Context: an optimization exercise on an open-source flow, tuned for a short achievable clock period. The choices shown serve that exercise and are no tape-out recipe.
Only simulation tests tie the RTL to the original design; equivalence was not proved.
Power figures rest on the tool's default switching activity, not on a simulated workload.

== cedar ==
// next_pc_predictor
module next_pc_predictor #(
    parameter int                    ADDR_WIDTH  = 32,
    parameter int                    BTB_ENTRIES = 16,
    parameter int                    RAS_DEPTH   = 4,
    parameter logic [ADDR_WIDTH-1:0] RESET_PC    = 'h0040_0000
) (
    input  logic                  CLOCK,
    input  logic                  RESET,
    input  logic                  Stall_IN,
    output logic [ADDR_WIDTH-1:0] FetchAddress_OUT,
    output logic                  PredictedTaken_OUT,
    output logic [ADDR_WIDTH-1:0] PredictedTarget_OUT,
    input  logic                  Update_IN,
    input  logic [ADDR_WIDTH-1:0] UpdateAddress_IN,
    input  logic                  UpdateTaken_IN,
    input  logic [ADDR_WIDTH-1:0] UpdateTarget_IN,
    input  logic [1:0]            UpdateKind_IN,
    input  logic                  Mispredict_IN,
    input  logic [ADDR_WIDTH-1:0] RedirectAddress_IN
);
==> flow/config.mk <==
export PLATFORM = sky130hd
export DESIGN_NAME = next_pc_predictor
export DESIGN_NICKNAME = next_pc_predictor
export VERILOG_FILES = /design/flow/design.v
export SDC_FILE = /design/flow/constraint.sdc
export NUM_CORES = 4
export LEC_CHECK = 0
export CAP_MARGIN = 20
export CORE_MARGIN = 2
export CORE_UTILIZATION = 40
export SETUP_SLACK_MARGIN = 4.0
export SLEW_MARGIN = 20
==> flow/constraint.sdc <==
create_clock -name core_clock -period 7.0 [get_ports {CLOCK}]
set_input_delay 1.4000 -clock core_clock [delete_from_list [all_inputs] [get_ports {CLOCK}]]
set_output_delay 1.4000 -clock core_clock [all_outputs]
set_load 0.01 [all_outputs]
run.sh (not shown) runs the stock make flow with config.mk's settings and CLKGATE_MAP_FILE= SYNTH_SCRIPT=/design/flow/synth_recipe.tcl, a recipe that flattens the netlist after the stock synthesis.
The following lists how maple was set up differently from cedar:
-- flow/design.v --
<<< cedar, line 118
    assign updIdx = UpdateAddress_IN[IDXW+1:2];
    assign updTag = UpdateAddress_IN[ADDR_WIDTH-1:IDXW+2];
    for (genvar i = 0; i < N; i++) begin : g_upd
        assign uSel[i]   = Update_IN && (updIdx == IDXW'(i));
>>> maple, line 118
    assign updIdx = UpdateAddress_IN[IDXW+1:2];
    assign updTag = UpdateAddress_IN[ADDR_WIDTH-1:IDXW+2];
    logic [N-1:0]          vpVec;        
    logic [N-1:0]          vqVec;        
    logic [N-1:0]          vzVec;        
    for (genvar i = 0; i < N; i++) begin : g_upd
        assign uSel[i]   = Update_IN && (updIdx == IDXW'(i));
<<< cedar, line 125
                         : (uSel[i] && uHit[i]) ? npc_pkg::satDec(btbCtr[i])
                         : btbCtr[i];
        always_ff @(posedge CLOCK or posedge RESET) begin
            if (RESET) begin
                btbValid[i] <= 1'b0;
                btbCtr[i]   <= npc_pkg::CTR_WNT;
            end else begin
                if (wTaken[i]) btbValid[i] <= 1'b1;
                btbCtr[i] <= nCtr[i];
            end
        end
>>> maple, line 128
                         : (uSel[i] && uHit[i]) ? npc_pkg::satDec(btbCtr[i])
                         : btbCtr[i];
        logic       nValid;
        logic       nNotBranch;
        assign nValid     = btbValid[i] || wTaken[i];
        assign nNotBranch = wTaken[i] ? (UpdateKind_IN != npc_pkg::KIND_BRANCH)
                                      : (btbKind[i] != npc_pkg::KIND_BRANCH);
        always_ff @(posedge CLOCK or posedge RESET) begin
            if (RESET) begin
                btbValid[i] <= 1'b0;
                btbCtr[i]   <= npc_pkg::CTR_WNT;
                vpVec[i]    <= 1'b0;
                vqVec[i]    <= 1'b0;
                vzVec[i]    <= 1'b0;
            end else begin
                if (wTaken[i]) btbValid[i] <= 1'b1;
                btbCtr[i] <= nCtr[i];
                vpVec[i]  <= nValid && (nNotBranch || nCtr[i][1]);
                vqVec[i]  <= nValid && (nNotBranch || nCtr[i] == npc_pkg::CTR_ST);
                vzVec[i]  <= nValid && (nCtr[i] == npc_pkg::CTR_SNT);
            end
        end
<<< cedar, line 173
    logic [N*ADDR_WIDTH-1:0] tgtFlat;
    logic [N*2-1:0]          kindFlat;
    logic [N-1:0]            vpVec;       
    logic [N-1:0]            vqVec;       
    logic [N-1:0]            vzVec;       
    for (genvar i = 0; i < N; i++) begin : g_flat
        assign tagFlat[i*TAGW +: TAGW]             = btbTag[i];
        assign tgtFlat[i*ADDR_WIDTH +: ADDR_WIDTH] = btbTarget[i];
        assign kindFlat[i*2 +: 2]                  = btbKind[i];
        assign vpVec[i] = btbValid[i] &&
                          (btbKind[i] != npc_pkg::KIND_BRANCH || btbCtr[i][1]);
        assign vqVec[i] = btbValid[i] &&
                          (btbKind[i] != npc_pkg::KIND_BRANCH || btbCtr[i] == npc_pkg::CTR_ST);
        assign vzVec[i] = btbValid[i] && (btbCtr[i] == npc_pkg::CTR_SNT);
    end
    logic [N-1:0] tagEqR, tagEqS, tagEqT, tagEqN;
>>> maple, line 187
    logic [N*ADDR_WIDTH-1:0] tgtFlat;
    logic [N*2-1:0]          kindFlat;
    for (genvar i = 0; i < N; i++) begin : g_flat
        assign tagFlat[i*TAGW +: TAGW]             = btbTag[i];
        assign tgtFlat[i*ADDR_WIDTH +: ADDR_WIDTH] = btbTarget[i];
        assign kindFlat[i*2 +: 2]                  = btbKind[i];
    end
    logic [N-1:0] tagEqR, tagEqS, tagEqT, tagEqN;
<<< cedar, line 360
    assign kindNew = mTaken ? uKind : kindOld;
    assign tgtNew  = mTaken ? uTarget : tgtOld;
    logic [N-1:0] callV, retV;
    for (genvar i = 0; i < N; i++) begin : g_kind
        assign callV[i] = (kindFlat[i*2 +: 2] == npc_pkg::KIND_CALL);
        assign retV[i]  = (kindFlat[i*2 +: 2] == npc_pkg::KIND_RETURN);
    end
    logic hitPC, hitQC, hitPR, hitQR;
    assign hitPC = |(eqVec & vpVec & callV);
    assign hitQC = |(eqVec & vqVec & callV);
    assign hitPR = |(eqVec & vpVec & retV);
    assign hitQR = |(eqVec & vqVec & retV);
    assign isCall = mTaken ? (takenT && uKind == npc_pkg::KIND_CALL) :
                    (mNot && tagEqU) ? hitQC : hitPC;
    assign isRet  = mTaken ? (takenT && uKind == npc_pkg::KIND_RETURN) :
                    (mNot && tagEqU) ? hitQR : hitPR;
    assign takenTarget = (kindNew == npc_pkg::KIND_RETURN && !rasEmpty) ? rasTop : tgtNew;
endmodule
>>> maple, line 366
    assign kindNew = mTaken ? uKind : kindOld;
    assign tgtNew  = mTaken ? uTarget : tgtOld;
    assign isCall  = taken && (kindNew == npc_pkg::KIND_CALL);
    assign isRet   = taken && (kindNew == npc_pkg::KIND_RETURN);
    assign takenTarget = (kindNew == npc_pkg::KIND_RETURN && !rasEmpty) ? rasTop : tgtNew;
endmodule
Findings:
- Delta (maple minus cedar): share of async-settable or async-resettable flops after synthesis increased by 3.2 points relative to the old numbers; maximum VDD drop down about 22%; post-synthesis mux area share went up.
- maple — final estimated routing congestion in global placement about 1% lower, cedar as reference
- Changes observed in maple relative to cedar: maximum frequency went up, number of nets at the end of the flow went down, post-CTS resize count went down, number of nets in the synthesized netlist went down.
- Per the comparison of maple with cedar, post-route total power moved down, met2 layer usage reported by global route moved down, first-pass GRT wire length moved down.

## run 1
Another version of the RTL of next_pc_predictor (not shown whole).
Size in the first run: about 6200 cells after synthesis, about 80000 sq um of cells after synthesis.
// next_pc_predictor
module next_pc_predictor #(
    parameter int                    ADDR_WIDTH  = 32,
    parameter int                    BTB_ENTRIES = 16,
    parameter int                    RAS_DEPTH   = 4,
    parameter logic [ADDR_WIDTH-1:0] RESET_PC    = 'h0040_0000
) (
    input  logic                  CLOCK,
    input  logic                  RESET,
    input  logic                  Stall_IN,
    output logic [ADDR_WIDTH-1:0] FetchAddress_OUT,
    output logic                  PredictedTaken_OUT,
    output logic [ADDR_WIDTH-1:0] PredictedTarget_OUT,
    input  logic                  Update_IN,
    input  logic [ADDR_WIDTH-1:0] UpdateAddress_IN,
    input  logic                  UpdateTaken_IN,
    input  logic [ADDR_WIDTH-1:0] UpdateTarget_IN,
    input  logic [1:0]            UpdateKind_IN,
    input  logic                  Mispredict_IN,
    input  logic [ADDR_WIDTH-1:0] RedirectAddress_IN
);
    localparam int N    = BTB_ENTRIES;
  ...
==> module npc_lookup, before the edit <==
module npc_lookup #(
    parameter int ADDR_WIDTH = 32,
    parameter int N          = 16
) (
    input  logic [ADDR_WIDTH-1:0]   pcIn,
    input  logic [ADDR_WIDTH-1:0]   plus4In,
    input  logic [N*(ADDR_WIDTH-$clog2(N)-2)-1:0] tagFlat,
    input  logic [N*ADDR_WIDTH-1:0] tgtFlat,
    input  logic [N*2-1:0]          kindFlat,
    input  logic [N*2-1:0]          ctrFlat,
    input  logic [N-1:0]            validVec,
    input  logic                    uValid,
    input  logic                    uTaken,
    input  logic [ADDR_WIDTH-1:0]   uAddr,
    input  logic [1:0]              uKind,
    input  logic [ADDR_WIDTH-1:0]   uTarget,
    input  logic [ADDR_WIDTH-1:0]   rasTop,
    input  logic                    rasEmpty,
    output logic                    taken,
    output logic [ADDR_WIDTH-1:0]   target,
    output logic                    isCall,
    output logic                    isRet
);
    localparam int IDXW = $clog2(N);
    localparam int TAGW = ADDR_WIDTH - IDXW - 2;
    logic [IDXW-1:0]       idx;
    logic [TAGW-1:0]       tag;
    logic [N-1:0]          hitVec;
    logic                  hitOld;
    logic [1:0]            kindOld;
    logic [1:0]            ctrOld;
    logic [ADDR_WIDTH-1:0] tgtOld;
    logic                  tagEqU;       
    logic                  idxEqU;       
    logic                  mTaken;       
    logic                  mNot;         
    logic                  takenOld;
    logic                  takenT;
    logic                  takenN;
    logic [1:0]            kindNew;
    logic [ADDR_WIDTH-1:0] tgtNew;
    logic [ADDR_WIDTH-1:0] takenTarget;
    assign idx = pcIn[IDXW+1:2];
    assign tag = pcIn[ADDR_WIDTH-1:IDXW+2];
    for (genvar i = 0; i < N; i++) begin : g_ent
        assign hitVec[i] = (idx == IDXW'(i)) && validVec[i] &&
                           (tagFlat[i*TAGW +: TAGW] == tag);
    end
    assign hitOld  = |hitVec;
    assign kindOld = kindFlat[idx*2 +: 2];
    assign ctrOld  = ctrFlat[idx*2 +: 2];
    assign tgtOld  = tgtFlat[idx*ADDR_WIDTH +: ADDR_WIDTH];
    assign tagEqU = (uAddr[ADDR_WIDTH-1:IDXW+2] == tag);
    assign idxEqU = (uAddr[IDXW+1:2] == idx);
    assign mTaken = uValid && uTaken && idxEqU;
    assign mNot   = uValid && !uTaken && idxEqU;
    assign takenOld = hitOld && (kindOld != npc_pkg::KIND_BRANCH || ctrOld[1]);
    assign takenT   = tagEqU && (uKind != npc_pkg::KIND_BRANCH || !hitOld ||
                                 ctrOld != npc_pkg::CTR_SNT);
    assign takenN   = hitOld && (kindOld != npc_pkg::KIND_BRANCH ||
                                 (ctrOld[1] && !(tagEqU && !ctrOld[0])));
    assign taken    = mTaken ? takenT : (mNot ? takenN : takenOld);
    assign kindNew = mTaken ? uKind : kindOld;
    assign tgtNew  = mTaken ? uTarget : tgtOld;
    assign isCall  = taken && (kindNew == npc_pkg::KIND_CALL);
    assign isRet   = taken && (kindNew == npc_pkg::KIND_RETURN);
    assign takenTarget = (kindNew == npc_pkg::KIND_RETURN && !rasEmpty) ? rasTop : tgtNew;
    assign target  = taken ? takenTarget : plus4In;
endmodule
==> flow/config.mk <==
export PLATFORM = sky130hd
export DESIGN_NAME = next_pc_predictor
export DESIGN_NICKNAME = next_pc_predictor
export VERILOG_FILES = /design/flow/design.v
export SDC_FILE = /design/flow/constraint.sdc
export NUM_CORES = 4
export LEC_CHECK = 0
export ABC_CLOCK_PERIOD_IN_PS = 3000
export CAP_MARGIN = 20
export CORE_MARGIN = 2
export CORE_UTILIZATION = 40
export SETUP_SLACK_MARGIN = 4.0
export SLEW_MARGIN = 20
==> flow/constraint.sdc <==
create_clock -name core_clock -period 7.0 [get_ports {CLOCK}]
set_input_delay 1.4000 -clock core_clock [delete_from_list [all_inputs] [get_ports {CLOCK}]]
set_output_delay 1.4000 -clock core_clock [all_outputs]
set_load 0.01 [all_outputs]
Run 1 finished all stages; the layout is clean.
Input-level comparison between run 2 and run 1:
diff --git a/flow/design.v b/flow/design.v
--- a/flow/design.v
+++ b/flow/design.v
@@ -290,12 +290,18 @@
     assign idx = pcIn[IDXW+1:2];
     assign tag = pcIn[ADDR_WIDTH-1:IDXW+2];
+    logic [N-1:0]          dec;
+    logic [ADDR_WIDTH+3:0] rd [N+1];    
+    assign rd[0] = '0;
     for (genvar i = 0; i < N; i++) begin : g_ent
-        assign hitVec[i] = (idx == IDXW'(i)) && validVec[i] &&
+        assign dec[i]    = (idx == IDXW'(i));
+        assign hitVec[i] = dec[i] && validVec[i] &&
                            (tagFlat[i*TAGW +: TAGW] == tag);
+        assign rd[i+1]   = rd[i] | (dec[i] ? {tgtFlat[i*ADDR_WIDTH +: ADDR_WIDTH],
+                                              kindFlat[i*2 +: 2], ctrFlat[i*2 +: 2]} : '0);
     end
     assign hitOld  = |hitVec;
-    assign kindOld = kindFlat[idx*2 +: 2];
-    assign ctrOld  = ctrFlat[idx*2 +: 2];
-    assign tgtOld  = tgtFlat[idx*ADDR_WIDTH +: ADDR_WIDTH];
+    assign tgtOld  = rd[N][ADDR_WIDTH+3:4];
+    assign kindOld = rd[N][3:2];
+    assign ctrOld  = rd[N][1:0];
     assign tagEqU = (uAddr[ADDR_WIDTH-1:IDXW+2] == tag);
     assign idxEqU = (uAddr[IDXW+1:2] == idx);
- Timing, DRC, antenna: 0 failures across run 1 and run 2
- Run 2 vs. run 1: first-pass GRT wire length has increased; global-route track usage on met3 increased 6.4 points; power density over the cells shows an increase of about 2.2%; part of the power in combinational logic has increased.
- On wire length reported by the detailed router, run 2 does worse than run 1.
- Run 2 vs run 1 — synthesized cell count climbed by more than 10%
- Fmax: run 2 worse than run 1
- Of run 1 and run 2, the run reporting the higher number of optimization iterations in the first detailed-route pass was run 2.
- Looking at number of instances in the placed design, run 2 sits 1094 above run 1.
- Tap cell instance count, run 2 vs run 1: down slightly
- Run 2 gives less share of cells above drive strength 1 than run 1 did.
- Sort run 1 and run 2 by area growth from synthesis to final layout, ascending, and run 1 comes first.
- Comparing run 1 and run 2, the lower buffering overhead is on run 1.
- Number of violations reported at the end of detailed-routing iteration 0 (run 1 / run 2): 0.67

next_pc_predictor, a different RTL version from the one above (not shown whole).
Size: roughly 1200 flip-flops, ~170 I/O pins, ~91000 um2 of cells after synthesis.
Settings: LEC_CHECK=0, CAP_MARGIN=20, CORE_MARGIN=2, CORE_UTILIZATION=40, SETUP_SLACK_MARGIN=4.0, SLEW_MARGIN=20; clock period 7.0 ns.
The starting point completed without violations.
Edit:
--- a/flow/design.v
+++ b/flow/design.v
@@ -82,21 +82,25 @@
     localparam logic [ADDR_WIDTH-1:0] RESET_PC4  = RESET_PC + ADDR_WIDTH'(4);
     logic                  btbValid  [N];
     logic [TAGW-1:0]       btbTag    [N];
     logic [ADDR_WIDTH-1:0] btbTarget [N];
     logic [1:0]            btbKind   [N];
     logic [1:0]            btbCtr    [N];
-    logic [ADDR_WIDTH-1:0] pcQ, pcPlus4Q;
+    logic [ADDR_WIDTH-1:0] pcQ, pcPlus4Q, takenTgtQ;
     logic [ADDR_WIDTH-1:0] pc;           
     logic [ADDR_WIDTH-1:0] pcPlus4;      
     logic                  predTaken;    
+    logic                  predNotSel;   
+    logic                  predSel;
     logic [ADDR_WIDTH-1:0] takenTgt;     
     logic                  predCall;     
     logic                  predRet;      
     assign pc      = pcQ ^ RESET_PC;
     assign pcPlus4 = pcPlus4Q ^ RESET_PC4;
+    assign takenTgt = takenTgtQ ^ RESET_PC4;
+    assign predSel  = !predNotSel;
     assign FetchAddress_OUT    = pc;
     assign PredictedTaken_OUT  = predTaken;
     assign PredictedTarget_OUT = predTaken ? takenTgt : pcPlus4;
     logic [IDXW-1:0]       updIdx;
     logic [TAGW-1:0]       updTag;
     logic [N-1:0]          uSel;         
@@ -212,43 +216,51 @@
         .uValid(Update_IN), .uTaken(UpdateTaken_IN), .uAddr(UpdateAddress_IN),
         .uKind(UpdateKind_IN), .uTarget(UpdateTarget_IN),
         .rasTop(advRasTop), .rasEmpty(advRasEmpty),
         .taken(nTaken), .takenTarget(nTgt), .isCall(nCall), .isRet(nRet));
     logic [ADDR_WIDTH-1:0] aPc, aPlus4, aTgt;
     logic                  aTaken, aCall, aRet;
-    assign aPc    = predTaken ? takenTgt : pcPlus4;
-    assign aPlus4 = predTaken ? tPlus4   : nPlus4;
-    assign aTaken = predTaken ? tTaken   : nTaken;
-    assign aTgt   = predTaken ? tTgt     : nTgt;
-    assign aCall  = predTaken ? tCall    : nCall;
-    assign aRet   = predTaken ? tRet     : nRet;
+    assign aPc    = predSel ? takenTgt : pcPlus4;
+    assign aPlus4 = predSel ? tPlus4   : nPlus4;
+    assign aTaken = predSel ? tTaken   : nTaken;
+    assign aTgt   = predSel ? tTgt     : nTgt;
+    assign aCall  = predSel ? tCall    : nCall;
+    assign aRet   = predSel ? tRet     : nRet;
+    logic                  nxTaken;
+    logic [ADDR_WIDTH-1:0] nxTgt;
+    assign nxTaken = Mispredict_IN ? rTaken : Stall_IN ? sTaken : aTaken;
+    assign nxTgt   = Mispredict_IN ? rTgt   : Stall_IN ? sTgt   : aTgt;
     always_ff @(posedge CLOCK or posedge RESET) begin
         if (RESET) begin
             pcQ       <= '0;
             pcPlus4Q  <= '0;
-            predTaken <= 1'b0;
-            takenTgt  <= '0;
+            predTaken  <= 1'b0;
+            predNotSel <= 1'b0;
+            takenTgtQ  <= '0;
             predCall  <= 1'b0;
             predRet   <= 1'b0;
         end else if (Mispredict_IN) begin
             pcQ       <= RedirectAddress_IN ^ RESET_PC;
             pcPlus4Q  <= rPlus4 ^ RESET_PC4;
-            predTaken <= rTaken;
-            takenTgt  <= rTgt;
+            predTaken  <= nxTaken;
+            predNotSel <= !nxTaken;
+            takenTgtQ  <= nxTgt ^ RESET_PC4;
             predCall  <= rCall;
             predRet   <= rRet;
         end else if (Stall_IN) begin
-            predTaken <= sTaken;
-            takenTgt  <= sTgt;
+            predTaken  <= nxTaken;
+            predNotSel <= !nxTaken;
+            takenTgtQ  <= nxTgt ^ RESET_PC4;
             predCall  <= sCall;
             predRet   <= sRet;
         end else begin
             pcQ       <= aPc ^ RESET_PC;
             pcPlus4Q  <= aPlus4 ^ RESET_PC4;
-            predTaken <= aTaken;
-            takenTgt  <= aTgt;
+            predTaken  <= nxTaken;
+            predNotSel <= !nxTaken;
+            takenTgtQ  <= nxTgt ^ RESET_PC4;
             predCall  <= aCall;
             predRet   <= aRet;
         end
     end
 endmodule
 module npc_lookup #(
Result: The changed run produced a clean layout; power came out higher by about 5.6%; sequential cell count came out higher by 1; synthesized cell count came out higher by about 2.4%; clock-buffer cell count came out higher by 9; sequential power came out higher by about 1%; worst setup slack gets worse by 18 ps; design area came out higher by 1.8%; wire length came out higher by 6.5%; die area came out higher by about 1%; via count came out higher by about 3.6%; register-to-register slack gets worse by 20 ps.

==> what the ideal ports hide <==
Ports are ideal in the flow. The routed layouts listed here were re-timed in OpenROAD.
Step 1 assumes that a clkbuf_16 drives the clock port and a buf_2 every other input.
Step 2 also shifts input and output timing later by t, the mid clock arrival at the registers, as if the neighbouring blocks saw the same clock.
a / b / c = ideal ports / drivers / drivers and shift; a / b = the first two.
run | t, ns | setup slack, ns | cell pins on the clock port's net
cedar | 0.927 | 3.197 / 3.096 / 2.169 | 1
maple | 0.956 | 3.311 / 3.034 / 2.078 | 1
run 1 | 0.954 | 3.029 / 2.970 / 2.016 | 1
run 2 | 0.955 | 2.648 / 2.648 / 1.816 | 1
the first run of note 3 | 0.960 | 3.313 / 3.229 / 2.499 | 1
the second run of note 3 | 0.986 | 3.295 / 3.236 / 2.338 | 1
After both steps every run listed still meets setup and hold. For maple, which loses most, drivers alone change the setup slack by -0.277 ns; drivers and shift together by -1.233 ns.
